Source: an optimization exercise on an open RTL-to-GDS flow (aim: small area, a short achievable clock period and few clock cycles per item). Production flows keep margins and buffers that such runs may drop. At most, simulation tests tie the RTL to the original design; equivalence was not proved. No functional check of the RTL was part of run 1.

## flow/design.v (module list and top-level ports; edited modules follow where they fit)
// module gf_mul: 412 lines
// module chien_lane: 2028 lines
// module batch_counter: 26 lines
// module scan_ctrl: 35 lines
// module root_serializer: 167 lines
// module chien_search: 138 lines
module chien_search #(
    parameter int LANES = 16,
    parameter int DEPTH = 4
) (
    input  logic                 clk_i,
    input  logic                 rst_ni,
    input  logic                 start_req_i,
    input  logic                 root_ack_i,
    input  logic [119:0]         sigma_i,
    output logic                 start_ack_o,
    output logic                 root_req_o,
    output logic                 done_o,
    output logic [9:0]           root_pos_o,
    output logic [3:0]           root_count_o
);
  // ...
==> flow/run.sh <==
#!/bin/bash
# synth_recipe.tcl (not shown) runs the flow's synth.tcl, then flattens the netlist and writes it again
# the make line also repeats each setting of config.mk as NAME=value (left out here)
make -C /OpenROAD-flow-scripts/flow DESIGN_CONFIG=/design/flow/config.mk WORK_HOME=/design/flow/orfs CLKGATE_MAP_FILE= SYNTH_SCRIPT=/design/flow/synth_recipe.tcl finish
==> flow/config.mk <==
export PLATFORM = sky130hd
export DESIGN_NAME = chien_search
export DESIGN_NICKNAME = chien_search
export VERILOG_FILES = /design/flow/design.v
export SDC_FILE = /design/flow/constraint.sdc
export NUM_CORES = 4
export LEC_CHECK = 0
export CAP_MARGIN = 20
export CORE_MARGIN = 2
export CORE_UTILIZATION = 25
export SETUP_SLACK_MARGIN = 1.5
export SLEW_MARGIN = 20
==> flow/constraint.sdc <==
create_clock -name core_clock -period 5.0 [get_ports {clk_i}]
set_input_delay 1.0000 -clock core_clock [delete_from_list [all_inputs] [get_ports {clk_i}]]
set_output_delay 1.0000 -clock core_clock [all_outputs]
set_load 0.01 [all_outputs]
==> impl_metrics.csv, run 1 <==
group,metric,value,unit
yosys,async_reset_ff_frac,0.203,
final_layout,num-nonclk-inverters,26,
yosys,synth.most_common_cell,"xnor2_1",
final_layout,buf_share,0.141,
placed_design,placed_cells,5337,
run_status,status,"finished clean",
global_routing,track_usage,0.318,
setup_path,crit_required,5540,ps
final_layout,seq_cells,246,
final_layout,seqCellArea,0.00698,mm2
drt,wl_per_cell,39.0,um
drt,drc,0,
final_layout,multi_input_area,0.0252,mm2
die,die_area,0.131,mm2
final_layout,finish.utilization,0.322,
die,num_io_pins,141,
final_layout,layout_commonest_cell,"xnor2_1",
clocking,cts_setup_buffers,56,
global_routing,grt_pass1_wl,272000,um
sta,drv_slew,0,
setup_path,cp_slowest_cell,"xor2_1",
==> module root_serializer, before the edit <==
module root_serializer #(
    parameter int LANES = 16,
    parameter int DEPTH = 4
) (
    input  logic                 clk_i,
    input  logic                 rst_ni,
    input  logic                 zv_i,
    input  logic [LANES-1:0]     zero_i,
    input  logic [9-$clog2(LANES):0] batch_i,  
    input  logic                 first_i,      
    input  logic                 last_i,       
    input  logic                 end_i,        
    input  logic                 par_i,        
    input  logic                 epar_i,       
    input  logic [3:0]           deg_i,        
    input  logic                 dvalid_i,     
    output logic                 found_o,      
    input  logic                 root_ack_i,
    output logic                 free_o,       
    output logic                 root_req_o,
    output logic [9:0]           root_pos_o,
    output logic                 done_o,
    output logic [3:0]           root_count_o
);
    localparam int LW = $clog2(LANES);
    localparam int HW = 10 - LW;
    localparam int DW = $clog2(DEPTH);
    function automatic logic [1:0] any_multi(input logic [LANES-1:0] v);
        logic [1:0] am [0:2*LANES-1];
        for (int k = 0; k < LANES; k++) begin
            am[LANES + k] = {1'b0, v[k]};
        end
        for (int k = LANES - 1; k >= 1; k--) begin
            am[k][0] = am[2*k][0] | am[2*k+1][0];
            am[k][1] = am[2*k][1] | am[2*k+1][1] | (am[2*k][0] & am[2*k+1][0]);
        end
        any_multi = am[1];
    endfunction
    logic [10:0]   mem_q [0:DEPTH-1];
    logic [DW-1:0] wp_q;
    logic [DW-1:0] rp_q;
    logic [DW:0]   cnt_q;
    logic [10:0]   head;
    logic          hvalid;
    logic          req_q;
    logic [3:0]    rc_q;
    logic [LANES-1:0] hit_q;
    logic [HW-1:0]    hb_q;
    logic             hlast_q;
    logic             mpend_q;
    logic             hpar_q;
    logic [3:0]       hcnt_q;
    logic [LANES-1:0] zm;
    logic [1:0]       zam;
    logic [1:0]       ham;
    logic [LANES-1:0] low;
    logic [LW-1:0]    sel;
    logic             push_root;
    logic             push;
    logic             full;
    logic             pop;
    logic [10:0]      push_data;
    logic [LANES-1:0] hit_after;
    logic             after_empty;
    logic             mpend_after;
    logic             mpend_next;
    logic             room_next;
    logic             next_empty;
    assign found_o = dvalid_i && (hpar_q == epar_i) && (hcnt_q == deg_i);
    assign zm  = zero_i & ~({LANES{first_i}} & {{(LANES/2){1'b0}}, {(LANES/2){1'b1}}})
                        & ~({LANES{last_i}}  & {{(LANES/2){1'b1}}, {(LANES/2){1'b0}}});
    assign zam = any_multi(zm);
    assign ham = any_multi(hit_q);
    always_comb begin
        sel = '0;
        for (int k = LANES - 1; k >= 0; k--) begin
            if (hit_q[k]) begin
                sel = LW'(k);
            end
        end
    end
    assign low = LANES'(1) << sel;
    assign push_root   = !mpend_q && ham[0];
    assign push        = (mpend_q || ham[0]) && !full;
    assign push_data   = mpend_q ? {1'b1, 10'd0}
                       : {1'b0, sel[LW-1] ? hb_q - 1'b1 : hb_q, sel[LW-1], ~sel[LW-2:0]};
    assign hit_after   = (push && push_root) ? (hit_q & ~low) : hit_q;
    assign after_empty = !ham[0] || (push && push_root && !ham[1]);
    assign mpend_after = mpend_q && !push;
    assign mpend_next  = mpend_after || (hlast_q && after_empty);
    assign room_next = !((cnt_q == (DW+1)'(DEPTH)) && !pop)
                    && !((cnt_q == (DW+1)'(DEPTH - 1)) && push && !pop);
    assign next_empty = zv_i ? !zam[0] : after_empty;
    assign free_o = next_empty ? (!mpend_next || room_next)
                               : (zv_i && !zam[1] && !mpend_next && room_next);
    always_ff @(posedge clk_i or negedge rst_ni) begin
        if (!rst_ni) begin
            hit_q   <= '0;
            hlast_q <= 1'b0;
            mpend_q <= 1'b0;
            hpar_q  <= 1'b0;
            hcnt_q  <= '0;
        end else begin
            mpend_q <= mpend_next;
            if (zv_i && first_i) begin
                hcnt_q <= '0;
            end else if (push && push_root) begin
                hcnt_q <= hcnt_q + 1'b1;
            end
            if (zv_i) begin
                hit_q   <= zm;
                hlast_q <= end_i;
                hpar_q  <= par_i;
            end else begin
                hit_q   <= hit_after;
                hlast_q <= hlast_q && !after_empty;
            end
        end
    end
    always_ff @(posedge clk_i) begin
        if (zv_i) begin
            hb_q <= batch_i;
        end
    end
    assign full   = (cnt_q == (DW+1)'(DEPTH));
    assign hvalid = (cnt_q != '0);
    assign head   = mem_q[rp_q];
    assign done_o = hvalid && head[10];
    assign pop    = done_o || (req_q && root_ack_i);
    always_ff @(posedge clk_i) begin
        if (push) begin
            mem_q[wp_q] <= push_data;
        end
    end
    always_ff @(posedge clk_i or negedge rst_ni) begin
        if (!rst_ni) begin
            wp_q  <= '0;
            rp_q  <= '0;
            cnt_q <= '0;
            req_q <= 1'b0;
            rc_q  <= '0;
        end else begin
            if (push) begin
                wp_q <= wp_q + 1'b1;
            end
            if (pop) begin
                rp_q <= rp_q + 1'b1;
            end
            cnt_q <= cnt_q + (DW+1)'(push) - (DW+1)'(pop);
            if (req_q) begin
                if (root_ack_i) begin
                    req_q <= 1'b0;
                end
            end else if (hvalid && !head[10] && !root_ack_i) begin
                req_q <= 1'b1;
            end
            if (done_o) begin
                rc_q <= '0;
            end else if (req_q && root_ack_i) begin
                rc_q <= rc_q + 1'b1;
            end
        end
    end
    assign root_req_o   = req_q;
    assign root_pos_o   = head[9:0];
    assign root_count_o = rc_q;
endmodule
==> module chien_search, before the edit <==
module chien_search #(
    parameter int LANES = 16,
    parameter int DEPTH = 4
) (
    input  logic                 clk_i,
    input  logic                 rst_ni,
    input  logic                 start_req_i,
    input  logic                 root_ack_i,
    input  logic [119:0]         sigma_i,
    output logic                 start_ack_o,
    output logic                 root_req_o,
    output logic                 done_o,
    output logic [9:0]           root_pos_o,
    output logic [3:0]           root_count_o
);
    localparam int CW_LEN = 544;
    localparam int NUM_BATCH = CW_LEN / LANES + 1;
    localparam int LW = $clog2(LANES);
    logic       load;
    logic       adv;
    logic       run;
    logic       free;
    logic       first_batch;
    logic       last_batch;
    logic       end_batch;
    logic       all_found;
    logic [9-LW:0] batch;
    logic [119:0]     term_q;
    logic [119:0]     term_step;
    logic [LANES-1:0] zero_vec;
    logic [LANES-1:0] z_q;
    logic             zv_q;
    logic [9-LW:0]    zb_q;
    logic             zfirst_q;
    logic             zlast_q;
    logic             zend_q;
    logic             zpar_q;
    logic [3:0] deg_d;
    logic       dvalid_d;
    logic [3:0] deg_q;
    logic       dvalid_q;
    logic       epar_q;
    scan_ctrl u_ctrl (
        .clk_i        (clk_i),
        .rst_ni       (rst_ni),
        .start_req_i  (start_req_i),
        .free_i       (free),
        .last_batch_i (end_batch),
        .start_ack_o  (start_ack_o),
        .load_o       (load),
        .adv_o        (adv),
        .run_o        (run)
    );
    batch_counter #(.NUM_BATCH(NUM_BATCH), .BW(10-LW)) u_cnt (
        .clk_i        (clk_i),
        .rst_ni       (rst_ni),
        .load_i       (load),
        .advance_i    (adv),
        .batch_o       (batch),
        .first_batch_o (first_batch),
        .last_batch_o  (last_batch)
    );
    gf_mul u_step (
        .t_i (term_q),
        .p_o (term_step)
    );
    always_ff @(posedge clk_i) begin
        if (load) begin
            term_q <= sigma_i;
        end else if (adv) begin
            term_q <= term_step;
        end
    end
    chien_lane u_lanes (
        .t_i    (term_q),
        .zero_o (zero_vec)
    );
    assign end_batch = last_batch || all_found;
    always_comb begin
        deg_d    = '0;
        dvalid_d = 1'b0;
        for (int j = 0; j <= 11; j++) begin
            if (sigma_i[10*j +: 10] != '0) begin
                deg_d    = 4'(j);
                dvalid_d = 1'b1;
            end
        end
    end
    always_ff @(posedge clk_i or negedge rst_ni) begin
        if (!rst_ni) begin
            deg_q    <= '0;
            dvalid_q <= 1'b0;
            epar_q   <= 1'b0;
        end else if (load) begin
            deg_q    <= deg_d;
            dvalid_q <= dvalid_d;
            epar_q   <= !epar_q;
        end
    end
    always_ff @(posedge clk_i) begin
        z_q <= zero_vec;
        if (adv) begin
            zb_q     <= batch;
            zfirst_q <= first_batch;
            zlast_q  <= last_batch;
            zend_q   <= end_batch;
            zpar_q   <= epar_q;
        end
    end
    always_ff @(posedge clk_i or negedge rst_ni) begin
        if (!rst_ni) begin
            zv_q <= 1'b0;
        end else begin
            zv_q <= adv;
        end
    end
    root_serializer #(.LANES(LANES), .DEPTH(DEPTH)) u_ser (
        .clk_i        (clk_i),
        .rst_ni       (rst_ni),
        .zv_i         (zv_q),
        .zero_i       (z_q),
        .batch_i      (zb_q),
        .first_i      (zfirst_q),
        .last_i       (zlast_q),
        .end_i        (zend_q),
        .par_i        (zpar_q),
        .epar_i       (epar_q),
        .deg_i        (deg_q),
        .dvalid_i     (dvalid_q),
        .found_o      (all_found),
        .root_ack_i   (root_ack_i),
        .free_o       (free),
        .root_req_o   (root_req_o),
        .root_pos_o   (root_pos_o),
        .done_o       (done_o),
        .root_count_o (root_count_o)
    );
endmodule
==> run 2: changes to the inputs <==
--- a/flow/design.v
+++ b/flow/design.v
@@ -2517,7 +2517,9 @@
     input  logic                 last_i,       
     input  logic                 end_i,        
-    input  logic                 par_i,        
-    input  logic                 epar_i,       
+    input  logic [1:0]           par_i,        
+    input  logic [1:0]           epar_i,       
     input  logic [3:0]           deg_i,        
+    input  logic [3:0]           deg1_i,       
+    input  logic [3:0]           deg2_i,       
     input  logic                 dvalid_i,     
     output logic                 found_o,      
@@ -2555,5 +2557,5 @@
     logic             hlast_q;
     logic             mpend_q;
-    logic             hpar_q;
+    logic [1:0]       hpar_q;
     logic [3:0]       hcnt_q;
     logic [LANES-1:0] zm;
@@ -2571,7 +2573,18 @@
     logic             mpend_after;
     logic             mpend_next;
+    logic             conv;
     logic             room_next;
     logic             next_empty;
-    assign found_o = dvalid_i && (hpar_q == epar_i) && (hcnt_q == deg_i);
+    logic       h_same;
+    logic [3:0] fcnt;
+    logic       fh;
+    logic       fz;
+    assign h_same  = (hpar_q == epar_i);
+    assign fcnt    = h_same ? hcnt_q : '0;
+    assign fh      = h_same && ham[0];
+    assign fz      = zv_i && (par_i == epar_i) && zam[0];
+    assign found_o = dvalid_i && ((!fh && !fz && fcnt == deg_i)
+                               || ((fh ^ fz) && fcnt == deg1_i)
+                               || (fh && fz && fcnt == deg2_i));
     assign zm  = zero_i & ~({LANES{first_i}} & {{(LANES/2){1'b0}}, {(LANES/2){1'b1}}})
                         & ~({LANES{last_i}}  & {{(LANES/2){1'b1}}, {(LANES/2){1'b0}}});
@@ -2594,5 +2607,6 @@
     assign after_empty = !ham[0] || (push && push_root && !ham[1]);
     assign mpend_after = mpend_q && !push;
-    assign mpend_next  = mpend_after || (hlast_q && after_empty);
+    assign conv        = hlast_q && after_empty && !mpend_after;
+    assign mpend_next  = mpend_after || conv;
     assign room_next = !((cnt_q == (DW+1)'(DEPTH)) && !pop)
                     && !((cnt_q == (DW+1)'(DEPTH - 1)) && push && !pop);
@@ -2605,5 +2619,5 @@
             hlast_q <= 1'b0;
             mpend_q <= 1'b0;
-            hpar_q  <= 1'b0;
+            hpar_q  <= '0;
             hcnt_q  <= '0;
         end else begin
@@ -2620,5 +2634,5 @@
             end else begin
                 hit_q   <= hit_after;
-                hlast_q <= hlast_q && !after_empty;
+                hlast_q <= hlast_q && !conv;
             end
         end
@@ -2709,10 +2723,12 @@
     logic             zlast_q;
     logic             zend_q;
-    logic             zpar_q;
+    logic [1:0]       zpar_q;
     logic [3:0] deg_d;
     logic       dvalid_d;
     logic [3:0] deg_q;
+    logic [3:0] deg1_q;
+    logic [3:0] deg2_q;
     logic       dvalid_q;
-    logic       epar_q;
+    logic [1:0] epar_q;
     scan_ctrl u_ctrl (
         .clk_i        (clk_i),
@@ -2764,10 +2780,14 @@
         if (!rst_ni) begin
             deg_q    <= '0;
+            deg1_q   <= '0;
+            deg2_q   <= '0;
             dvalid_q <= 1'b0;
-            epar_q   <= 1'b0;
+            epar_q   <= '0;
         end else if (load) begin
             deg_q    <= deg_d;
+            deg1_q   <= deg_d - 4'd1;
+            deg2_q   <= deg_d - 4'd2;
             dvalid_q <= dvalid_d;
-            epar_q   <= !epar_q;
+            epar_q   <= epar_q + 1'b1;
         end
     end
@@ -2801,4 +2821,6 @@
         .epar_i       (epar_q),
         .deg_i        (deg_q),
+        .deg1_i       (deg1_q),
+        .deg2_i       (deg2_q),
         .dvalid_i     (dvalid_q),
         .found_o      (all_found),
--- a/flow/config.mk
+++ b/flow/config.mk
@@ -9,4 +9,4 @@
 export CORE_MARGIN = 2
 export CORE_UTILIZATION = 25
-export SETUP_SLACK_MARGIN = 1.5
+export SETUP_SLACK_MARGIN = 1.0
 export SLEW_MARGIN = 20
==> impl_metrics.csv, run 2 <==
group,metric,value,unit
final_layout,final_area,0.0409,mm2
clocking,path_clk_slew,60,ps
yosys,ys_seq_elements,256,
clocking,cts_inserted_buffers,29,
setup_path,cp.buffers_inverters,3,
setup_path,end_kind,"register",
global_routing,track_usage,0.304,
yosys,async_reset_ff_frac,0.230,
clocking,clockRootBuffer,"clkbuf_16",
die,num_rows,134,
clocking,cts.sinks,256,
global_routing,overflow,0,
yosys,synth_area_leaders,"xnor2_1 (45%), edfxtp_1 (16%), xor2_1 (13%)",
clocking,cts_buffer_depth,3,
drt,drt_first_pass_iters,6,
sta,worst_slack,664,ps
yosys,syn_inst,3266,
sta,final_hold_viol_count,0,
yosys,synthFlopType,"edfxtp_1",
sta,post-route-period-util,0.867,
placed_design,io_buffer_count,140,
setup_path,cp-start-kind,"register",
setup_path,crit_chain,"buf_4 > xnor2_1 > xor2_2 > xor2_1 > xnor2_1 > xnor2_1 > xnor2_1 > nand4_1 > buf_4 > a211oi_1 > buf_4",
global_routing,grt_max_degree,38,
final_layout,finalNonFillerCells,5520,
setup_path,cp.arrival,4890,ps
drt,antenna_left,0,
sta,finClkSkew,46.9,ps
sta,drv_slew,0,
drt,wirelength,213000,um
final_layout,layout_common_cells,"xnor2_1 (1683), xor2_1 (488), buf_4 (439), edfxtp_1 (181), clkdlybuf4s50_1 (139)",
setup_path,crit_required,5550,ps
drt,wl_per_cell,38.7,um
clocking,worst_skew_pair.late_latency,650,ps
die,die-width,370,um
final_layout,layout_commonest_cell,"xnor2_1",
yosys,yosys.area.top_type,"xnor2_1",
final_layout,largest_reg_flops,120,
final_layout,largest_register,"term_q",
sta,final.setup.tns,0,ps
setup_path,cp_slowest_cell,"xnor2_1",
sta,rsz0062_at_grt,"true",
global_routing,grt_pass1_vias,27000,
die,num_io_pins,141,
yosys,ys_seq_area_frac,0.215,
die,die_h,370,um
setup_path,cpPeakStageDelay,880,ps
final_layout,syn2layout_area_growth,21.9,%
drt,drc,0,
sta,tightest_slew,1210,ps
drt,vias,27900,
min_path,min_path_type,"register to register",
yosys,synth.most_common_cell,"xnor2_1",
global_routing,grtUsageMet1,0.381,
clocking,cts_max_level,1,
setup_path,crit_top_cell,"xnor2_1",
yosys,synth_common_cells,"xnor2_1 (1707), xor2_1 (504), edfxtp_1 (181), mux2_4 (101), buf_2 (68)",
sta,fin_hold_ws,419,ps
sta,setup_viol,0,
clocking,cts_tree,"done",
die,start_util,0.252,
global_routing,grt_use_met2,0.434,
placed_design,gp_congestion,1.13,
drt,vias_per_cell,5.05,
yosys,synthDistinctLibCells,79,
sta,period_minus_slack,4340,ps
final_layout,drive_gt1_frac,0.191,
yosys,synth_enable_flop_cells,181,
die,die_area,0.137,mm2
placed_design,placed_cells,5440,
setup_path,cp_top_family,"XOR/XNOR gates",
clocking,postCtsHoldBufs,0,
global_routing,use_met3,0.0842,
global_routing,antenna_found_initial,6,
run_status,status,"finished clean",
die,core_area,0.133,mm2
global_routing,top_usage_layer,"met2",
placed_design,post-place-ws,758,ps
final_layout,fin_nets,3865,
placed_design,hpwlAfterDp,176000,um
yosys,syn_nets,3408,
drt,first_iter_violations,3870,
sta,slew_headroom,0.190,
setup_path,crit_fanout,6,
final_layout,top_regs,"term_q (120), u_ser.mem_q (44)",
yosys,ys.warnings.count,6,
global_routing,grt_pass1_wl,272000,um
setup_path,path_class,"register to register",
sta,max_freq,0.231,GHz
yosys,synth.avg_cell_area,10.3,um2
placed_design,dpl_cell_area,0.0396,mm2
yosys,netlist_area,0.0336,mm2
yosys,yosys.area.top_type_share,0.445,
flow_run,maxCapViolCount,0,
run 2: cells by family after synthesis:
kind of cell / after synthesis / synth area share
AO/OA/AOI/OAI: 139 / 0.0284
XOR/XNOR: 2260 / 0.606
adder cells (fa/ha/maj): 21 / 0.00783
buffers and inverters: 202 / 0.0398
flip-flops: 256 / 0.215
multiplexers: 131 / 0.0586
AND/OR/NAND/NOR: 257 / 0.0438
run 2: what timing repair did:
item / CTS / global route
setup endpoints to repair: 108 / 121
gates resized for setup: 14 / 8
buffers inserted: 13 / 5
pin swaps: 3 / 2
cloned: 2 / 0
run 2: area by class of cell:
class,instances,area [um2]
fillers,14000,92400
multi-input cells,2810,25500
flip-flops and latches,256,7230
repair buffers,590,4910
well taps,1768,2210
clock buffers,43,798
clock inverters,11,139
inverters,36,135
diodes,6,15.0
run 2: per-layer routing:
layer | vias up | share of wire
met5 | - | 0.00011
met2 | 1995 | 0.40
met3 | 620 | 0.11
met4 | 4 | 0.10
met1 | 13800 | 0.39
li1 | 11400 | -
run 2: final timing paths:
check / startpoint / end / slack (ps) / cells past startpoint
max in group asynchronous: rst_ni / u_ser.hcnt_q[2]$_DFFE_PN0P_ / 3600 / 2
max reg2reg: term_q[45]$_DFFE_PP_ / z_q[15]$_DFF_P_ / 660 / 11
min in group asynchronous: rst_ni / u_ser.rc_q[3]$_DFFE_PN0N_ / 430 / 1
max: term_q[45]$_DFFE_PP_ / z_q[15]$_DFF_P_ / 660 / 11
min: zb_q[5]$_DFFE_PP_ / u_ser.hb_q[5]$_DFFE_PP_ / 420 / 0
min reg2reg: zb_q[5]$_DFFE_PP_ / u_ser.hb_q[5]$_DFFE_PP_ / 420 / 0
run 2: worst register-to-register path: stages (launching register included):
cell and delay [ps]:
edfxtp_1 530, buf_4 300, xnor2_1 880, xor2_2 590, xor2_1 180, xnor2_1 180, xnor2_1 400, xnor2_1 190
nand4_1 120, buf_4 190, a211oi_1 460, buf_4 230
run 2: through the flow:
stage	util
after floorplan	-
after global placement	0.297
after detailed placement	0.297
after CTS	0.306
after global routing	0.307
final	0.307
Testbench counts of run 2, summed over its fixed seeds: cycles 7,400, items 256.
==> run 3: changes to the inputs <==
--- a/flow/config.mk
+++ b/flow/config.mk
@@ -9,4 +9,5 @@
 export CORE_MARGIN = 2
 export CORE_UTILIZATION = 25
-export SETUP_SLACK_MARGIN = 1.0
+export SETUP_SLACK_MARGIN = 1.5
 export SLEW_MARGIN = 20
+export TNS_END_PERCENT = 5
==> impl_metrics.csv, run 3 <==
group,metric,value,unit
die,start_util,0.252,
sta,rsz0062_at_grt,"true",
drt,antenna_left,0,
drt,first_iter_violations,3941,
drt,vias_per_cell,5.03,
placed_design,io_buffer_count,140,
final_layout,finish.utilization,0.327,
sta,max_freq,0.270,GHz
yosys,synthDistinctLibCells,79,
global_routing,grt_pass1_vias,27400,
min_path,min_path_type,"register to register",
final_layout,fillers,13700,
final_layout,layout_commonest_cell,"xnor2_1",
final_layout,largest_reg_flops,120,
final_layout,multi_input_area,0.0264,mm2
yosys,netlist_area,0.0336,mm2
sta,drv_slew,0,
final_layout,seqCellArea,0.00726,mm2
sta,slew_headroom,0.208,
setup_path,end_kind,"register",
yosys,ys_seq_area_frac,0.215,
final_layout,finalNonFillerCells,5693,
sta,post-route-period-util,0.742,
global_routing,overflow,0,
clocking,clockRootBuffer,"clkbuf_16",
drt,drc,0,
sta,final_hold_viol_count,0,
global_routing,grt_pass1_wl,282000,um
setup_path,cp.arrival,4230,ps
global_routing,use_met3,0.0843,
yosys,ys_seq_elements,256,
yosys,yosys.area.top_type_share,0.445,
yosys,synth_area_leaders,"xnor2_1 (45%), edfxtp_1 (16%), xor2_1 (13%)",
global_routing,grt_use_met2,0.456,
clocking,cts_inserted_buffers,29,
global_routing,antenna_found_initial,7,
drt,vias,28600,
placed_design,gp_congestion,1.10,
yosys,synth_enable_flop_cells,181,
setup_path,cp-start-kind,"register",
drt,drt_first_pass_iters,6,
final_layout,syn2layout_area_growth,29.8,%
yosys,syn_nets,3408,
sta,setup_viol,0,
global_routing,top_usage_layer,"met2",
clocking,cts_buffer_depth,3,
yosys,synthFlopType,"edfxtp_1",
flow_run,maxCapViolCount,0,
yosys,synth_common_cells,"xnor2_1 (1707), xor2_1 (504), edfxtp_1 (181), mux2_4 (101), buf_2 (68)",
clocking,cts_tree,"done",
yosys,synth.most_common_cell,"xnor2_1",
die,die_h,370,um
global_routing,track_usage,0.316,
run_status,status,"finished clean",
die,num_rows,134,
sta,tightest_slew,1180,ps
die,num_io_pins,141,
clocking,cts_max_level,1,
clocking,worst_skew_pair.late_latency,670,ps
yosys,ys.warnings.count,6,
final_layout,largest_register,"term_q",
die,core_area,0.133,mm2
final_layout,top_regs,"term_q (120), u_ser.mem_q (44)",
placed_design,placed_cells,5482,
final_layout,drive_gt1_frac,0.255,
die,die-width,370,um
sta,period_minus_slack,3710,ps
sta,finClkSkew,71.0,ps
final_layout,layout_common_cells,"xnor2_1 (1630), buf_4 (579), xor2_1 (469), edfxtp_1 (181), clkdlybuf4s50_1 (139)",
drt,wl_per_cell,39.0,um
drt,wirelength,222000,um
clocking,cts.sinks,256,
setup_path,path_class,"register to register",
setup_path,crit_fanout,6,
global_routing,grt_max_degree,60,
setup_path,crit_required,5530,ps
sta,final.setup.tns,0,ps
final_layout,fin_nets,4041,
global_routing,grtUsageMet1,0.405,
clocking,path_clk_slew,70,ps
yosys,synth.avg_cell_area,10.3,um2
placed_design,hpwlAfterDp,183000,um
yosys,yosys.area.top_type,"xnor2_1",
yosys,syn_inst,3266,
yosys,async_reset_ff_frac,0.230,
die,die_area,0.137,mm2
[run 3: cell counts after synthesis]
Identical to the previous run, type by type.
[run 3: worst max-delay path, stage by stage (launching register included)]
cell and delay [ps]:
edfxtp_1 600, buf_4 290, xnor2_4 310, buf_4 340, xor2_1 150, xnor2_2 400, xor2_1 220, xnor2_1 130
xnor2_2 320, nand4_1 230, a211oi_2 270, buf_4 270
[run 3: final cells by class]
class | count | share of cell area
well taps | 1768 | 0.0508
repair buffers | 766 | 0.152
clock buffers | 35 | 0.0176
multi-input cells | 2810 | 0.605
inverters | 36 | 0.00310
flip-flops and latches | 256 | 0.167
diodes | 3 | 0.000172
clock inverters | 19 | 0.00414
[run 3: cell families (layout without fill, tap and decap cells)]
family	count (synthesis)	count (layout)	share of synthesized area
simple gates	257	257	0.0438
flops	256	256	0.215
fa+ha+maj	21	21	0.00783
compound gates	139	141	0.0284
xor+xnor	2260	2260	0.606
other cells	0	3	0
mux	131	131	0.0586
buf+inv	202	856	0.0398
[run 3: timing repair]
action	in CTS	in global routing
cloned	3	1
pin swaps	9	24
endpoints found under the setup margin	277	236
resized for setup	65	98
hold buffers	0	0
buffers inserted	89	61
[run 3: worst paths after layout]
kind,end,cells after the start,from,slack [ps]
setup / recovery,z_q[1]$_DFF_P_,11,term_q[111]$_DFFE_PP_,1290
hold / removal,u_ser.hb_q[1]$_DFFE_PP_,0,zb_q[1]$_DFFE_PP_,420
setup reg to reg,z_q[1]$_DFF_P_,11,term_q[111]$_DFFE_PP_,1290
hold reg to reg,u_ser.hb_q[1]$_DFFE_PP_,0,zb_q[1]$_DFFE_PP_,420
max in group asynchronous,u_ser.hit_q[1]$_DFFE_PN0P_,2,rst_ni,3850
min in group asynchronous,u_cnt.cnt_q[3]$_DFFE_PN0P_,2,rst_ni,540
[run 3: per-layer routing]
layer	part of all wire	vias up	wire (um)
met1	0.39	14400	87300
li1	-	11800	-
met5	0.00014	-	32
met3	0.11	578	23900
met4	0.094	4	20800
met2	0.40	1934	89800
[run 3: stage by stage]
| step | cell area [um2] | hold slack [ps] | worst slack (ps) |
|---|---|---|---|
| 2_1_floorplan | 33600 | 400 | 1490 |
| 3_3_place_gp | 39900 | 402 | 542 |
| 3_5_place_dp | 39900 | 405 | 638 |
| 4_1_cts | 42400 | 419 | 1360 |
| 5_1_grt | 43600 | 441 | 1390 |
| 6_report | 43600 | 420 | 1290 |
==> run 4: changes to the inputs <==
--- a/flow/config.mk
+++ b/flow/config.mk
@@ -9,5 +9,5 @@
 export CORE_MARGIN = 2
 export CORE_UTILIZATION = 25
+export PLACE_DENSITY = 0.75
 export SETUP_SLACK_MARGIN = 1.5
 export SLEW_MARGIN = 20
-export TNS_END_PERCENT = 5
==> impl_metrics.csv, run 4 <==
group,metric,value,unit
final_layout,layout_common_cells,"xnor2_1 (1617), buf_4 (673), xor2_1 (462), edfxtp_1 (181), clkdlybuf4s50_1 (139)",
setup_path,crit_required,5580,ps
min_path,min_path_type,"primary input to async pin",
final_layout,drive_gt1_frac,0.286,
clocking,cts_max_level,1,
drt,first_iter_violations,3875,
yosys,syn_nets,3408,
global_routing,grt_pass1_wl,306000,um
final_layout,largest_register,"term_q",
clocking,postCtsHoldBufs,0,
die,core_area,0.133,mm2
placed_design,dpl_cell_area,0.0408,mm2
yosys,synthDistinctLibCells,79,
yosys,async_reset_ff_frac,0.230,
final_layout,syn2layout_area_growth,34.6,%
sta,final.setup.tns,0,ps
setup_path,crit_top_cell,"xnor2_1",
sta,post-route-period-util,0.725,
sta,setup_viol,0,
drt,wirelength,244000,um
setup_path,cp.depth,10,
yosys,syn_inst,3266,
global_routing,grt_use_met2,0.515,
yosys,synth_enable_flop_cells,181,
sta,slew_headroom,0.230,
clocking,path_clk_slew,60,ps
setup_path,ff2ff_path_depth,10,
yosys,yosys.area.top_type_share,0.445,
drt,antenna_left,0,
global_routing,use_met3,0.0725,
drt,vias_per_cell,4.98,
yosys,yosys.area.top_type,"xnor2_1",
final_layout,top_regs,"term_q (120), u_ser.mem_q (44)",
run_status,status,"finished clean",
final_layout,finish.utilization,0.339,
global_routing,antenna_found_initial,10,
setup_path,crit_chain,"xnor2_4 > buf_4 > xor2_2 > xnor2_1 > xnor2_1 > xnor2_1 > nor2_1 > nor4bb_1 > nor4b_1 > buf_4",
sta,final_hold_viol_count,0,
sta,drv_slew,0,
sta,max_freq,0.276,GHz
drt,drt_first_pass_iters,5,
global_routing,grt_pass1_vias,28100,
global_routing,overflow,0,
yosys,synthFlopType,"edfxtp_1",
sta,finClkSkew,30.0,ps
placed_design,gp_congestion,1.07,
yosys,synth.avg_cell_area,10.3,um2
global_routing,grtUsageMet1,0.471,
final_layout,finalNonFillerCells,5819,
sta,tightest_slew,1160,ps
clocking,worst_skew_pair.late_latency,650,ps
die,die_h,370,um
yosys,synth_common_cells,"xnor2_1 (1707), xor2_1 (504), edfxtp_1 (181), mux2_4 (101), buf_2 (68)",
final_layout,fin_nets,4164,
setup_path,crit_fanout,6,
setup_path,cp-start-kind,"register",
placed_design,placed_cells,5571,
setup_path,cp.buffers_inverters,2,
clocking,cts_tree,"done",
drt,vias,29000,
global_routing,track_usage,0.348,
yosys,netlist_area,0.0336,mm2
yosys,synth.most_common_cell,"xnor2_1",
die,num_io_pins,141,
yosys,synth_area_leaders,"xnor2_1 (45%), edfxtp_1 (16%), xor2_1 (13%)",
global_routing,grt_max_degree,31,
placed_design,io_buffer_count,140,
final_layout,final_area,0.0452,mm2
clocking,cts_buffer_depth,3,
setup_path,cpPeakStageDelay,790,ps
final_layout,largest_reg_flops,120,
die,die_area,0.137,mm2
sta,rsz0062_at_grt,"true",
sta,period_minus_slack,3620,ps
global_routing,top_usage_layer,"met2",
yosys,ys_seq_area_frac,0.215,
clocking,cts_inserted_buffers,31,
die,start_util,0.252,
die,die-width,370,um
setup_path,path_class,"register to register",
drt,drc,0,
placed_design,hpwlAfterDp,204000,um
yosys,ys_seq_elements,256,
setup_path,cp.arrival,4200,ps
die,num_rows,134,
setup_path,cp_top_family,"XOR/XNOR gates",
final_layout,layout_commonest_cell,"xnor2_1",
setup_path,end_kind,"register",
flow_run,maxCapViolCount,0,
drt,wl_per_cell,42.0,um
clocking,cts.sinks,256,
final_layout,fillers,13700,
clocking,clockRootBuffer,"clkbuf_16",
yosys,ys.warnings.count,6,
setup_path,cp_slowest_cell,"edfxtp_1",
-- run 4: cell count changes in the layout (fill, tap and decap cells not counted), sizes merged --
cell    delta
buf      +120
inv        +1
diode      +1
clkbuf     -1
bufinv     +2
clkinv     +3
-- run 4: metal layers --
layer	part of all wire	wire length, um
met1	0.42	104000
met2	0.41	101000
met3	0.093	22700
met4	0.069	16800
met5	0.00022	55
-- run 4: kinds of logic (layout without fill, tap and decap cells) --
logic type	count (synthesis)	in the layout	share of synthesized area
AND/OR/NAND/NOR	257	257	0.0438
buffers and inverters	202	981	0.0398
AO/OA/AOI/OAI	139	141	0.0284
multiplexers	131	131	0.0586
flip-flops	256	256	0.215
XOR/XNOR	2260	2260	0.606
other	0	4	0
adder cells (fa/ha/maj)	21	21	0.00783
-- run 4: area by class of cell --
type | count | area, um2 | share of cell area
clock inverter | 25 | 258 | 0.00571
antenna | 4 | 10.0 | 0.000222
timing repair buffer | 887 | 7840 | 0.173
sequential | 256 | 7270 | 0.161
inverter | 36 | 135 | 0.00299
clock buffer | 33 | 783 | 0.0173
multi-input combinational | 2810 | 26700 | 0.590
tap | 1768 | 2210 | 0.0490
-- run 4: worst reg2reg max path: stages, from the launching register on --
cell      delay, ps
edfxtp_1        790
xnor2_4         540
buf_4           240
xor2_2          400
xnor2_1         250
xnor2_1         190
xnor2_1         340
nor2_1           70
nor4bb_1        290
nor4b_1         280
buf_4           160
-- run 4: what timing repair did --
action                     in CTS  in global routing
resized for setup             141                 71
buffers inserted              135                 44
pin swaps                      26                 15
setup endpoints to repair     261                239
gates cloned                    5                  2
-- run 4: through the flow --
stage	setup WS (ps)	hold slack [ps]
2_1_floorplan	1490	400
3_3_place_gp	312	401
3_5_place_dp	555	408
4_1_cts	1410	410
5_1_grt	1360	438
6_report	1380	422
-- run 4: path summary, 6_finish.rpt --
| kind | start | end | slack [ps] |
|---|---|---|---|
| max reg2reg | term_q[42]$_DFFE_PP_ | z_q[14]$_DFF_P_ | 1380 |
| min in group core_clock | zb_q[1]$_DFFE_PP_ | u_ser.hb_q[1]$_DFFE_PP_ | 420 |
| max in group asynchronous | rst_ni | deg2_q[3]$_DFFE_PN0P_ | 3620 |
| min reg2reg | zb_q[1]$_DFFE_PP_ | u_ser.hb_q[1]$_DFFE_PP_ | 420 |
| max | term_q[42]$_DFFE_PP_ | z_q[14]$_DFF_P_ | 1380 |
| min | rst_ni | u_ser.rc_q[3]$_DFFE_PN0N_ | 420 |
==> run 5: changes to the inputs <==
--- a/flow/config.mk
+++ b/flow/config.mk
@@ -6,8 +6,8 @@
 export NUM_CORES = 4
 export LEC_CHECK = 0
+export ABC_AREA = 1
 export CAP_MARGIN = 20
 export CORE_MARGIN = 2
 export CORE_UTILIZATION = 25
-export PLACE_DENSITY = 0.75
 export SETUP_SLACK_MARGIN = 1.5
 export SLEW_MARGIN = 20
==> impl_metrics.csv, run 5 <==
group,metric,value,unit
flow_run,maxCapViolCount,0,
sta,setup_viol,0,
yosys,syn_nets,5801,
die,core_area,0.158,mm2
yosys,synth_fa_ha_area_frac,0.00588,
setup_path,ff2ff_path_depth,14,
yosys,synth_area_leaders,"xor2_1 (24%), nand2_1 (18%), xnor2_1 (16%)",
yosys,synthXorXnorAreaFrac,0.442,
global_routing,overflow,0,
clocking,cts.sinks,256,
global_routing,grt_max_degree,77,
drt,wl_per_cell,37.6,um
die,num_rows,146,
yosys,yosys.area.top_type,"xor2_1",
yosys,synth_enable_flop_cells,181,
placed_design,post-place-ws,696,ps
yosys,synthSimpleGateAreaFrac,0.259,
final_layout,drive_gt1_frac,0.164,
yosys,async_reset_ff_frac,0.230,
setup_path,r2r_slack,1310,ps
yosys,synth_compound_area_frac,0.0290,
clocking,clockRootBuffer,"clkbuf_16",
sta,final.setup.tns,0,ps
final_layout,fillers,17100,
setup_path,crit_fanout,6,
sta,finClkSkew,41.7,ps
placed_design,io_buffer_count,140,
global_routing,grt_pass1_vias,39400,
yosys,ys_seq_elements,256,
drt,vias_per_cell,5.19,
drt,first_iter_violations,6325,
setup_path,cp-start-kind,"register",
yosys,syn_inst,5659,
setup_path,cp.arrival,4230,ps
drt,wirelength,318000,um
setup_path,end_kind,"register",
die,die-width,402,um
sta,rsz0062_at_grt,"true",
final_layout,layout_commonest_cell,"nand2_1",
sta,final_hold_viol_count,0,
final_layout,syn2layout_area_growth,27.8,%
yosys,synth.avg_cell_area,6.99,um2
yosys,synthFlopType,"edfxtp_1",
sta,period_minus_slack,3690,ps
yosys,yosys.area.top_type_share,0.245,
sta,max_freq,0.271,GHz
die,num_io_pins,141,
drt,antenna_left,0,
drt,vias,43800,
min_path,min_path_type,"register to register",
setup_path,r2r_end,"z_q[14]$_DFF_P_",
final_layout,layout_common_cells,"nand2_1 (1814), xor2_1 (1064), xnor2_1 (716), buf_4 (610), inv_1 (546)",
placed_design,hpwlAfterDp,261000,um
global_routing,grt_pass1_wl,394000,um
setup_path,crit_required,5540,ps
clocking,worst_skew_pair.late_latency,630,ps
final_layout,largest_reg_flops,120,
die,die_h,402,um
yosys,ys_seq_area_frac,0.183,
run_status,status,"finished clean",
placed_design,gp_congestion,1.20,
final_layout,top_regs,"term_q (120), u_ser.mem_q (44)",
setup_path,r2r-start,"term_q[103]$_DFFE_PP_",
sta,tightest_slew,1380,ps
yosys,synth_mux_area_frac,0,
yosys,synthDistinctLibCells,50,
die,die_area,0.162,mm2
min_path,holdPathStages,0,
sta,slew_headroom,0.0767,
global_routing,track_usage,0.376,
clocking,cts_max_level,2,
min_path,holdPathEnd,"u_ser.hb_q[3]$_DFFE_PP_",
final_layout,largest_register,"term_q",
sta,worst_slack,1310,ps
clocking,cts_inserted_buffers,34,
yosys,synth.most_common_cell,"nand2_1",
yosys,netlist_area,0.0396,mm2
final_layout,fin_nets,6488,
yosys,synth_top_family_by_area,"XOR/XNOR gates",
yosys,synth_common_cells,"nand2_1 (1848), xor2_1 (1106), xnor2_1 (743), inv_1 (554), nand3_1 (233)",
yosys,ys.warnings.count,6,
drt,drt_first_pass_iters,8,
global_routing,antenna_found_initial,14,
sta,post-route-period-util,0.738,
sta,drv_slew,0,
drt,drc,0,
die,start_util,0.251,
min_path,hold_start,"zb_q[3]$_DFFE_PP_",
clocking,cts_buffer_depth,3,
clocking,path_clk_slew,70,ps
setup_path,path_class,"register to register",
clocking,cts_tree,"done",
==> run 5: cell types whose count changed after synthesis, sizes merged, moves of 111 or more <==
cell   delta
inv     +551
nor2    +178
xnor2   -953
nand2  +1884
xor2    +621
mux2    -111
nand3   +211
o21ai   +134
==> run 5: layout make-up <==
| cell class | count | area (um2) | share of cell area |
|---|---|---|---|
| multi-input combinational | 4649 | 30100 | 0.594 |
| timing repair buffer | 817 | 7300 | 0.144 |
| sequential | 256 | 7240 | 0.143 |
| tap | 2072 | 2590 | 0.0512 |
| inverter | 587 | 2250 | 0.0444 |
| clock buffer | 41 | 908 | 0.0180 |
| clock inverter | 21 | 238 | 0.00470 |
| antenna | 7 | 17.5 | 0.000346 |
| timing repair inverter | 1 | 7.51 | 0.000148 |
==> run 5: per-layer routing <==
metal | track usage | part of all wire
met3 | 0.125 | 0.12
met1 | 0.468 | 0.38
met2 | 0.518 | 0.39
met5 | 0.00981 | 0.00096
met4 | 0.312 | 0.11
==> run 5: repair_timing <==
action / 4_1_cts / 5_1_grt
hold endpoints to repair: 0 / 0
hold buffers: 0 / 0
gates resized for setup: 63 / 122
pin swaps: 2 / 11
cloned: 2 / 26
setup buffers: 66 / 78
setup endpoints to repair: 245 / 269
==> run 5: how the worst max path moves through the flow <==
stage | endpoint | start | cells after the start
after floorplan | term_q[100]$_DFFE_PP_ | zfirst_q$_DFFE_PP_ | 22
after global placement | deg1_q[3]$_DFFE_PN0P_ | sigma_i[90] | 15
after detailed placement | z_q[2]$_DFF_P_ | term_q[67]$_DFFE_PP_ | 16
final | z_q[14]$_DFF_P_ | term_q[103]$_DFFE_PP_ | 14
after global routing | term_q[88]$_DFFE_PP_ | zfirst_q$_DFFE_PP_ | 22
after CTS | z_q[2]$_DFF_P_ | term_q[2]$_DFFE_PP_ | 16
==> run 5: cells by family after synthesis <==
kind of cell,count (synthesis)
buffers and inverters,755
and+or+nand+nor,2503
xor gates and xnor gates,1916
DFF,256
AOI/OAI and AO/OA,211
adders and majority gates,18
==> run 5: stage by stage <==
stage	hold slack (ps)	instances	utilization	area, um2
after global placement	404	8208	0.295	46500
after floorplan	400	5659	-	39600
after global routing	435	8444	0.320	50600
after detailed placement	412	8210	0.295	46600
after CTS	429	8340	0.309	48700
final	425	8451	0.321	50600
==> run 5: worst max-delay path, cell delays in order (launching register included) <==
cell	delay (ps)
edfxtp_1	620
inv_2	190
nand2_1	70
nand2_1	100
buf_4	230
xor2_1	800
xor2_1	500
nand2_1	140
nand3_1	130
nand2_1	60
nand2_1	50
nand2_1	150
nor2_1	160
nand3_1	230
nor2_1	150
==> run 6: changes to the inputs <==
--- a/flow/config.mk
+++ b/flow/config.mk
@@ -6,5 +6,4 @@
 export NUM_CORES = 4
 export LEC_CHECK = 0
-export ABC_AREA = 1
 export CAP_MARGIN = 20
 export CORE_MARGIN = 2
==> impl_metrics.csv, run 6 <==
group,metric,value,unit
yosys,yosys.area.top_type,"xnor2_1",
placed_design,hpwlAfterDp,183000,um
yosys,ys_seq_area_frac,0.215,
global_routing,grt_pass1_vias,27700,
final_layout,layout_commonest_cell,"xnor2_1",
yosys,yosys.area.top_type_share,0.445,
final_layout,layout_common_cells,"xnor2_1 (1613), buf_4 (587), xor2_1 (465), edfxtp_1 (181), clkdlybuf4s50_1 (139)",
sta,fin_hold_ws,420,ps
global_routing,grt_pass1_wl,281000,um
sta,drv_slew,0,
clocking,cts_tree,"done",
yosys,synth_common_cells,"xnor2_1 (1707), xor2_1 (504), edfxtp_1 (181), mux2_4 (101), buf_2 (68)",
yosys,synth_enable_flop_cells,181,
global_routing,overflow,0,
final_layout,multi_input_area,0.0266,mm2
drt,vias_per_cell,5.02,
yosys,async_reset_ff_frac,0.230,
yosys,synth.most_common_cell,"xnor2_1",
min_path,hold_start,"zb_q[1]$_DFFE_PP_",
global_routing,antenna_found_initial,5,
setup_path,cp_top_family,"XOR/XNOR gates",
global_routing,track_usage,0.315,
sta,slew_headroom,0.239,
yosys,ys.warnings.count,6,
yosys,ys_seq_elements,256,
drt,wl_per_cell,38.8,um
drt,wirelength,222000,um
sta,period_minus_slack,3640,ps
yosys,synthFlopType,"edfxtp_1",
drt,drc,0,
final_layout,syn2layout_area_growth,31.1,%
drt,first_iter_violations,3978,
final_layout,seqCellArea,0.00726,mm2
placed_design,gp_congestion,1.10,
sta,final.setup.tns,0,ps
setup_path,cp.arrival,4160,ps
die,start_util,0.252,
final_layout,fillers,13700,
min_path,holdPathStages,0,
setup_path,end_kind,"register",
sta,max_freq,0.275,GHz
final_layout,largest_register,"term_q",
final_layout,fin_nets,4059,
yosys,netlist_area,0.0336,mm2
die,die_h,370,um
clocking,cts_buffer_depth,3,
die,die-width,370,um
setup_path,r2r_slack,1360,ps
yosys,synth.avg_cell_area,10.3,um2
setup_path,cp_slowest_cell,"xnor2_1",
clocking,cts_inserted_buffers,29,
clocking,clockRootBuffer,"clkbuf_16",
die,core_area,0.133,mm2
final_layout,drive_gt1_frac,0.264,
final_layout,finish.utilization,0.330,
drt,drt_first_pass_iters,6,
drt,antenna_left,0,
setup_path,r2r_end,"z_q[1]$_DFF_P_",
sta,finClkSkew,74.0,ps
clocking,cts_max_level,1,
min_path,holdPathEnd,"u_ser.hb_q[1]$_DFFE_PP_",
setup_path,cp-start-kind,"register",
drt,vias,28700,
setup_path,crit_required,5530,ps
yosys,syn_inst,3266,
setup_path,cpPeakStageDelay,970,ps
flow_run,maxCapViolCount,0,
final_layout,top_regs,"term_q (120), u_ser.mem_q (44)",
setup_path,cp.buffers_inverters,1,
setup_path,path_class,"register to register",
setup_path,crit_top_cell,"xnor2_1",
yosys,synth_area_leaders,"xnor2_1 (45%), edfxtp_1 (16%), xor2_1 (13%)",
sta,final_hold_viol_count,0,
yosys,synthDistinctLibCells,79,
die,die_area,0.137,mm2
sta,tightest_slew,1140,ps
setup_path,crit_fanout,5,
setup_path,r2r-start,"term_q[45]$_DFFE_PP_",
clocking,path_clk_slew,70,ps
clocking,worst_skew_pair.late_latency,680,ps
setup_path,ff2ff_path_depth,9,
setup_path,crit_chain,"xnor2_1 > xnor2_1 > xnor2_1 > xor2_1 > xnor2_1 > xnor2_1 > nand4_1 > a211oi_2 > buf_4",
placed_design,io_buffer_count,140,
sta,setup_viol,0,
sta,post-route-period-util,0.727,
sta,rsz0062_at_grt,"true",
run_status,status,"finished clean",
clocking,postCtsHoldBufs,0,
global_routing,grt_max_degree,60,
yosys,syn_nets,3408,
final_layout,largest_reg_flops,120,
die,num_io_pins,141,
die,num_rows,134,
clocking,cts.sinks,256,
min_path,min_path_type,"register to register",
-- run 6: cell types whose count changed after synthesis, moves of 23 or more --
cell / delta
nand2_1: -1823
xnor2_1: +964
xor2_1: -602
inv_1: -520
nand3_1: -211
nor2_1: -177
o21ai_0: -121
mux2_4: +101
nand2_2: -54
inv_2: -31
buf_4: -30
nand3b_1: -27
nor4_1: +23
-- run 6: worst reg2reg max path: cells and delay by family, from the launching register on --
family / cells / cell delay (ps)
compound gates: 1 / 280
xor+xnor: 6 / 2060
buf+inv: 1 / 260
flops: 1 / 700
simple gates: 1 / 200
-- run 6: cell type report --
cell class              count  share of cell area
flip-flops and latches    256               0.165
clock inverters            19             0.00409
inverters                  36             0.00307
repair buffers            784               0.156
diodes                      2            0.000114
clock buffers              35              0.0175
well taps                1768              0.0503
multi-input cells        2810               0.604
-- run 6: metal layers --
metal	track usage	up-vias	wire, um
li1	-	11800	-
met1	0.395	14300	86100
met2	0.446	1957	88400
met3	0.0921	607	24800
met4	0.254	4	22300
met5	0	-	29
-- run 6: cell families after synthesis --
family / synth area share
adder cells (fa/ha/maj): 0.00783
XOR/XNOR: 0.606
multiplexers: 0.0586
AND/OR/NAND/NOR: 0.0438
flip-flops: 0.215
buffers and inverters: 0.0398
AO/OA/AOI/OAI: 0.0284
-- run 6: per-stage QoR --
stage	cell area (um2)	setup slack, ps	cells
finish	44000	1360	5710
detailed placement	39900	638	5482
CTS	42900	1370	5654
global placement	39900	542	5481
global route	44000	1370	5708
floorplan	33600	1490	3266
-- run 6: how the worst max path moves through the flow --
stage / from / to / slack, ps / depth (start not counted)
global placement: sigma_i[66] / deg1_q[3]$_DFFE_PN0P_ / 540 / 11
detailed placement: sigma_i[64] / deg2_q[3]$_DFFE_PN0P_ / 640 / 9
finish: term_q[45]$_DFFE_PP_ / z_q[1]$_DFF_P_ / 1360 / 9
floorplan: u_ser.hit_q[12]$_DFFE_PN0P_ / term_q[100]$_DFFE_PP_ / 1490 / 7
CTS: term_q[117]$_DFFE_PP_ / z_q[4]$_DFF_P_ / 1370 / 10
global route: u_ser.hit_q[4]$_DFFE_PN0P_ / term_q[38]$_DFFE_PP_ / 1370 / 10
-- run 6: what timing repair did --
action                     CTS  global route
buffers inserted           115            51
gates resized for setup     97           103
setup endpoints to repair  277           210
cloned                       3             3
pin swaps                   13            25
==> run 7: changes to the inputs <==
==> flow/flow/run.sh (new file) <==
#!/bin/bash
# The standard layout, with a small buffer (buf_1) on every port instead of the
# default delay buffer. Each tool's output goes to its own log file here.
set -e
cp standard.sh standard_sh.log
export BUFFER_PORTS_ARGS="-buffer_cell sky130_fd_sc_hd__buf_1"
bash standard.sh > standard.log 2>&1
==> flow/standard.sh (new file) <==
#!/bin/bash
# synth_recipe.tcl (not shown) runs the flow's synth.tcl, then flattens the netlist and writes it again
# the make line also repeats each setting of config.mk as NAME=value (left out here)
make -C /OpenROAD-flow-scripts/flow DESIGN_CONFIG=/design/flow/config.mk WORK_HOME=/design/flow/orfs CLKGATE_MAP_FILE= SYNTH_SCRIPT=/design/flow/synth_recipe.tcl "${@:-finish}"
removed: flow/run.sh
==> impl_metrics.csv, run 7 <==
group,metric,value,unit
clocking,cts_inserted_buffers,29,
flow_run,maxCapViolCount,0,
placed_design,dpl_cell_area,0.0389,mm2
run_status,status,"finished clean",
placed_design,gp_congestion,1.13,
placed_design,hpwlAfterDp,178000,um
global_routing,grtUsageMet1,0.398,
yosys,synth.avg_cell_area,10.3,um2
final_layout,syn2layout_area_growth,28.9,%
clocking,postCtsHoldBufs,0,
final_layout,fin_nets,4048,
global_routing,grt_pass1_vias,27500,
setup_path,crit_start,"term_q[63]$_DFFE_PP_",
die,die-width,370,um
die,die_h,370,um
placed_design,placed_cells,5460,
global_routing,overflow,0,
yosys,syn_inst,3266,
setup_path,ff2ff_path_depth,9,
setup_path,cp_top_family,"XOR/XNOR gates",
min_path,min_path_type,"primary input to async pin",
setup_path,cp.depth,9,
yosys,yosys.area.top_type,"xnor2_1",
global_routing,track_usage,0.312,
yosys,synth_enable_flop_cells,181,
global_routing,grt_use_met2,0.445,
sta,slew_headroom,0.271,
clocking,path_clk_slew,60,ps
die,num_rows,134,
setup_path,cp-start-kind,"register",
final_layout,fillers,13800,
setup_path,r2r_slack,1270,ps
sta,rsz0062_at_grt,"true",
yosys,netlist_area,0.0336,mm2
sta,period_minus_slack,3730,ps
sta,setup_viol,0,
drt,drt_first_pass_iters,5,
setup_path,crit_required,5550,ps
clocking,worst_skew_pair.late_latency,640,ps
drt,wirelength,219000,um
global_routing,grt_pass1_wl,278000,um
sta,finClkSkew,54.1,ps
yosys,ys_seq_elements,256,
drt,vias,28800,
setup_path,crit_path_end,"z_q[2]$_DFF_P_",
yosys,synthDistinctLibCells,79,
clocking,cts_buffer_depth,3,
final_layout,largest_register,"term_q",
drt,first_iter_violations,4253,
drt,antenna_left,0,
setup_path,r2r_end,"z_q[2]$_DFF_P_",
drt,vias_per_cell,5.05,
clocking,clockRootBuffer,"clkbuf_16",
clocking,cts.sinks,256,
drt,drc,0,
yosys,ys.warnings.count,6,
yosys,ys_seq_area_frac,0.215,
sta,tightest_slew,1090,ps
final_layout,drive_gt1_frac,0.266,
setup_path,cp.buffers_inverters,2,
global_routing,antenna_found_initial,10,
setup_path,r2r-start,"term_q[63]$_DFFE_PP_",
yosys,synth_area_leaders,"xnor2_1 (45%), edfxtp_1 (16%), xor2_1 (13%)",
setup_path,crit_chain,"buf_4 > xor2_4 > xor2_1 > xnor2_1 > xnor2_1 > xnor2_1 > nand4_1 > nor3_4 > buf_4",
yosys,async_reset_ff_frac,0.230,
setup_path,end_kind,"register",
sta,final.setup.tns,0,ps
setup_path,cp.arrival,4280,ps
sta,final_hold_viol_count,0,
die,num_io_pins,141,
setup_path,crit_top_cell,"xnor2_1",
final_layout,final_area,0.0433,mm2
global_routing,grt_max_degree,38,
final_layout,largest_reg_flops,120,
die,die_area,0.137,mm2
global_routing,use_met3,0.0920,
final_layout,layout_commonest_cell,"xnor2_1",
clocking,cts_max_level,1,
yosys,syn_nets,3408,
die,core_area,0.133,mm2
setup_path,path_class,"register to register",
drt,wl_per_cell,38.5,um
setup_path,crit_fanout,4,
setup_path,cpPeakStageDelay,740,ps
setup_path,cp_slowest_cell,"edfxtp_1",
final_layout,top_regs,"term_q (120), u_ser.mem_q (44)",
sta,fin_hold_ws,391,ps
clocking,cts_tree,"done",
yosys,yosys.area.top_type_share,0.445,
yosys,synthFlopType,"edfxtp_1",
sta,drv_slew,0,
sta,max_freq,0.268,GHz
global_routing,top_usage_layer,"met2",
sta,post-route-period-util,0.746,
final_layout,layout_common_cells,"xnor2_1 (1607), buf_4 (565), xor2_1 (460), edfxtp_1 (181), buf_1 (139)",
final_layout,finalNonFillerCells,5699,
placed_design,io_buffer_count,140,
yosys,synth_common_cells,"xnor2_1 (1707), xor2_1 (504), edfxtp_1 (181), mux2_4 (101), buf_2 (68)",
yosys,synth.most_common_cell,"xnor2_1",
die,start_util,0.252,
-- run 7: area by class of cell --
cell class                      instances  area (um2)  share of cell area
Antenna cell                            2        5.00            0.000116
Clock buffer                           40         801              0.0185
Clock inverter                         14        93.8             0.00217
Inverter                               36         135             0.00312
Multi-Input combinational cell       2810       26700               0.618
Sequential cell                       256        7250               0.168
Tap cell                             1768        2210              0.0511
Timing Repair Buffer                  773        6030               0.139
-- run 7: how the worst min path moves through the flow --
stage,depth (start not counted),slack (ps),start,end
2_1_floorplan,0,400,zb_q[0]$_DFFE_PP_,u_ser.hb_q[0]$_DFFE_PP_
3_5_place_dp,0,410,zb_q[2]$_DFFE_PP_,u_ser.hb_q[2]$_DFFE_PP_
4_1_cts,1,390,rst_ni,u_ser.rc_q[2]$_DFFE_PN0N_
3_3_place_gp,0,400,zb_q[0]$_DFFE_PP_,u_ser.hb_q[0]$_DFFE_PP_
5_1_grt,0,420,zb_q[5]$_DFFE_PP_,u_ser.hb_q[5]$_DFFE_PP_
6_report,1,390,rst_ni,u_ser.rc_q[2]$_DFFE_PN0N_
-- run 7: cells by family after synthesis --
family,count (synthesis),synth area share
buffers and inverters,202,0.0398
and+or+nand+nor,257,0.0438
DFF,256,0.215
AOI/OAI and AO/OA,139,0.0284
adders and majority gates,21,0.00783
xor gates and xnor gates,2260,0.606
muxes,131,0.0586
-- run 7: what timing repair did --
| item | in CTS | in global routing |
|---|---|---|
| endpoints found under the setup margin | 248 | 219 |
| pin swaps | 29 | 24 |
| gates resized for setup | 122 | 102 |
| buffers inserted | 106 | 69 |
| cloned | 5 | 3 |
-- run 7: metal layers --
| layer | share of wire | wire length (um) | up-vias |
|---|---|---|---|
| li1 | - | - | 11800 |
| met1 | 0.39 | 85800 | 14300 |
| met2 | 0.40 | 86800 | 2048 |
| met3 | 0.12 | 25400 | 633 |
| met4 | 0.097 | 21200 | 8 |
| met5 | 0.00021 | 46 | - |
-- run 7: metrics by stage --
step                      utilization  setup WS (ps)
after floorplan                     -           1490
after global placement          0.292            404
after detailed placement        0.292            495
after CTS                       0.314           1320
after global routing            0.325           1440
final                           0.325           1270
-- run 7: worst reg2reg max path: stages (launching register included) --
cell      delay, ps
edfxtp_1        740
buf_4           350
xor2_4          370
xor2_1          480
xnor2_1         150
xnor2_1         430
xnor2_1         180
nand4_1         330
nor3_4          430
buf_4           180
==> module scan_ctrl, before the edit <==
module scan_ctrl (
    input  logic clk_i,
    input  logic rst_ni,
    input  logic start_req_i,
    input  logic free_i,         
    input  logic last_batch_i,
    output logic start_ack_o,
    output logic load_o,
    output logic adv_o,
    output logic run_o
);
    logic ack_q;
    logic run_q;
    assign adv_o  = run_q && free_i;
    assign load_o = start_req_i && !ack_q && (!run_q || (adv_o && last_batch_i));
    always_ff @(posedge clk_i or negedge rst_ni) begin
        if (!rst_ni) begin
            ack_q <= 1'b0;
            run_q <= 1'b0;
        end else begin
            if (load_o) begin
                ack_q <= 1'b1;
            end else if (!start_req_i) begin
                ack_q <= 1'b0;
            end
            if (load_o) begin
                run_q <= 1'b1;
            end else if (adv_o && last_batch_i) begin
                run_q <= 1'b0;
            end
        end
    end
    assign start_ack_o = ack_q;
    assign run_o       = run_q;
endmodule
==> run 8: changes to the inputs <==
--- a/flow/design.v
+++ b/flow/design.v
@@ -2477,4 +2477,5 @@
     output logic start_ack_o,
     output logic load_o,
+    output logic lsel_o,         
     output logic adv_o,
     output logic run_o
@@ -2484,4 +2485,5 @@
     assign adv_o  = run_q && free_i;
     assign load_o = start_req_i && !ack_q && (!run_q || (adv_o && last_batch_i));
+    assign lsel_o = start_req_i && !ack_q && (!run_q || last_batch_i);
     always_ff @(posedge clk_i or negedge rst_ni) begin
         if (!rst_ni) begin
@@ -2706,4 +2708,5 @@
     localparam int LW = $clog2(LANES);
     logic       load;
+    logic       lsel;
     logic       adv;
     logic       run;
@@ -2739,4 +2742,5 @@
         .start_ack_o  (start_ack_o),
         .load_o       (load),
+        .lsel_o       (lsel),
         .adv_o        (adv),
         .run_o        (run)
@@ -2756,8 +2760,6 @@
     );
     always_ff @(posedge clk_i) begin
-        if (load) begin
-            term_q <= sigma_i;
-        end else if (adv) begin
-            term_q <= term_step;
+        if (load || adv) begin
+            term_q <= lsel ? sigma_i : term_step;
         end
     end
--- a/flow/config.mk
+++ b/flow/config.mk
@@ -9,4 +9,5 @@
 export CORE_MARGIN = 2
 export CORE_UTILIZATION = 25
+export CTS_BUF_LIST = sky130_fd_sc_hd__clkbuf_8
 export SETUP_SLACK_MARGIN = 1.5
 export SLEW_MARGIN = 20
==> impl_metrics.csv, run 8 <==
group,metric,value,unit
run_status,status,"finished clean",
min_path,hold_start,"zb_q[5]$_DFFE_PP_",
yosys,synth.avg_cell_area,9.65,um2
yosys,async_reset_ff_frac,0.230,
setup_path,r2r_slack,1330,ps
final_layout,seqCellArea,0.00725,mm2
yosys,synth_area_leaders,"xnor2_1 (46%), edfxtp_1 (17%), xor2_1 (12%)",
clocking,cts_buffer_depth,3,
die,num_rows,132,
sta,tightest_slew,1130,ps
clocking,clockRootBuffer,"clkbuf_8",
min_path,holdPathEnd,"u_ser.hb_q[5]$_DFFE_PP_",
final_layout,largest_reg_flops,120,
setup_path,end_kind,"register",
die,die_area,0.134,mm2
sta,post-route-period-util,0.734,
clocking,cts.sinks,256,
yosys,synthFlopType,"edfxtp_1",
final_layout,syn2layout_area_growth,32.1,%
drt,wl_per_cell,40.0,um
final_layout,largest_register,"term_q",
global_routing,overflow,0,
drt,drt_first_pass_iters,6,
yosys,ys.warnings.count,6,
yosys,synthDistinctLibCells,68,
yosys,syn_inst,3389,
sta,final_hold_viol_count,0,
min_path,min_path_type,"register to register",
sta,rsz0062_at_grt,"true",
final_layout,layout_commonest_cell,"xnor2_1",
sta,finClkSkew,94.8,ps
setup_path,cp-start-kind,"register",
drt,vias_per_cell,5.07,
sta,final.setup.tns,0,ps
yosys,ys_seq_elements,256,
final_layout,top_regs,"term_q (120), u_ser.mem_q (44)",
clocking,cts_inserted_buffers,48,
yosys,synth_enable_flop_cells,181,
drt,vias,29900,
final_layout,multi_input_area,0.0261,mm2
drt,top_layer,"met5",
die,die-width,366,um
global_routing,grt_pass1_vias,28400,
drt,wl_met1,93700,um
drt,drc,0,
sta,period_minus_slack,3670,ps
min_path,holdPathStages,0,
setup_path,r2r_end,"z_q[11]$_DFF_P_",
placed_design,io_buffer_count,140,
setup_path,crit_required,5640,ps
global_routing,grt_max_degree,114,
final_layout,fin_nets,4249,
clocking,cts_tree,"done",
setup_path,path_class,"register to register",
clocking,path_clk_slew,70,ps
final_layout,fillers,13400,
clocking,worst_skew_pair.late_latency,780,ps
drt,antenna_left,0,
sta,drv_slew,0,
drt,met2_length,96400,um
die,start_util,0.252,
global_routing,antenna_found_initial,10,
placed_design,hpwlAfterDp,191000,um
sta,slew_headroom,0.244,
yosys,netlist_area,0.0327,mm2
sta,setup_viol,0,
setup_path,ff2ff_path_depth,12,
yosys,syn_nets,3531,
## run 8: cell count changes after synthesis, moves of 10 or more
cell,delta
and2_1,-10
buf_2,+25
nor2_1,+70
o21ai_0,+48
buf_6,-18
xor2_1,-48
nand2_1,+84
a21oi_1,+50
xnor2_1,+29
mux2_4,-101
clkbuf_1,+16
buf_12,-11
## run 8: final cells by class
type	count	share of cell area
clock buffers	49	0.0156
well taps	1742	0.0504
clock inverters	38	0.00660
multi-input cells	2931	0.603
inverters	29	0.00278
flip-flops and latches	256	0.168
repair buffers	841	0.153
diodes	5	0.000290
## run 8: layer usage
layer	GRT usage	up-vias
met5	0	-
met4	0.252	6
met3	0.0802	611
met2	0.493	2008
met1	0.434	14900
li1	-	12300
## run 8: kinds of logic (layout without fill, tap and decap cells)
kind of cell,after synthesis,after routing,share of synthesized area
muxes,17,17,0.00960
DFF,256,256,0.221
other,0,5,0
adders and majority gates,23,23,0.00864
buffers and inverters,204,957,0.0320
and+or+nand+nor,407,409,0.0601
xor gates and xnor gates,2256,2256,0.627
AOI/OAI and AO/OA,226,226,0.0412
## run 8: worst max-delay path by stage
| stage | end | cells past startpoint |
|---|---|---|
| floorplan | term_q[100]$_DFFE_PP_ | 14 |
| global placement | z_q[0]$_DFF_P_ | 10 |
| detailed placement | z_q[0]$_DFF_P_ | 10 |
| CTS | z_q[0]$_DFF_P_ | 9 |
| global route | u_cnt.cnt_q[2]$_DFFE_PN0P_ | 17 |
| finish | z_q[11]$_DFF_P_ | 12 |
## run 8: critical path, stage by stage, from the launching register on
cell and delay, ps:
edfxtp_1 440, buf_4 480, xor2_1 180, buf_4 380
xor2_2 430, xnor2_1 210, xnor2_1 260, xnor2_1 110
nor4_1 400, buf_4 190, nand4_1 90, nor3_1 260
buf_4 160
## run 8: per-stage QoR
step	setup slack, ps	std cells	cell area, um2	utilization
after floorplan	1540	3389	32800	-
after CTS	1430	5812	41900	0.323
after global placement	428	5593	38700	0.299
final	1330	5891	43200	0.333
after global routing	1430	5887	43200	0.333
after detailed placement	500	5595	38800	0.299
## run 8: timing repair
action | in CTS | in global routing
pin swaps | 22 | 22
gates cloned | 3 | 4
buffers inserted | 127 | 69
endpoints found under the setup margin | 271 | 260
gates resized for setup | 96 | 84
Testbench counts of run 8, summed over its fixed seeds: cycles 7,400, items 256.

-- what the ideal ports hide --
No port has a modelled driver above. Below, the same layouts with a new extraction and two added sets of constraints. Step 1 assumes that a clkbuf_16 drives the clock port and a buf_2 every other input. Step 2 times the ports against the registers' clock, not the clock port: input delays grow and output delays shrink by t, the midpoint of the rising clock arrivals with the driver on. Slacks: ideal / step 1 / step 2; pairs: ideal / step 1.
run | t (ns) | slack for setup (ns) | worst setup path after step 2
run 1 | 0.724 | 1.368 / 1.368 / 1.179 | input to register
run 2 | 0.692 | 0.664 / 0.664 / 0.664 | register to register
run 3 | 0.704 | 1.292 / 1.292 / 0.967 | input to register
run 4 | 0.704 | 1.377 / 1.377 / 1.011 | input to register
run 5 | 0.679 | 1.308 / 1.308 / 0.983 | input to register
run 6 | 0.702 | 1.365 / 1.365 / 0.902 | input to register
run 7 | 0.685 | 1.268 / 1.268 / 1.044 | input to register
run 8 | 0.797 | 1.331 / 1.331 / 0.640 | input to register
After both steps every run listed still meets setup and hold. For run 8, which loses most, drivers alone change the setup slack by 0.000 ns; drivers and shift together by -0.691 ns.
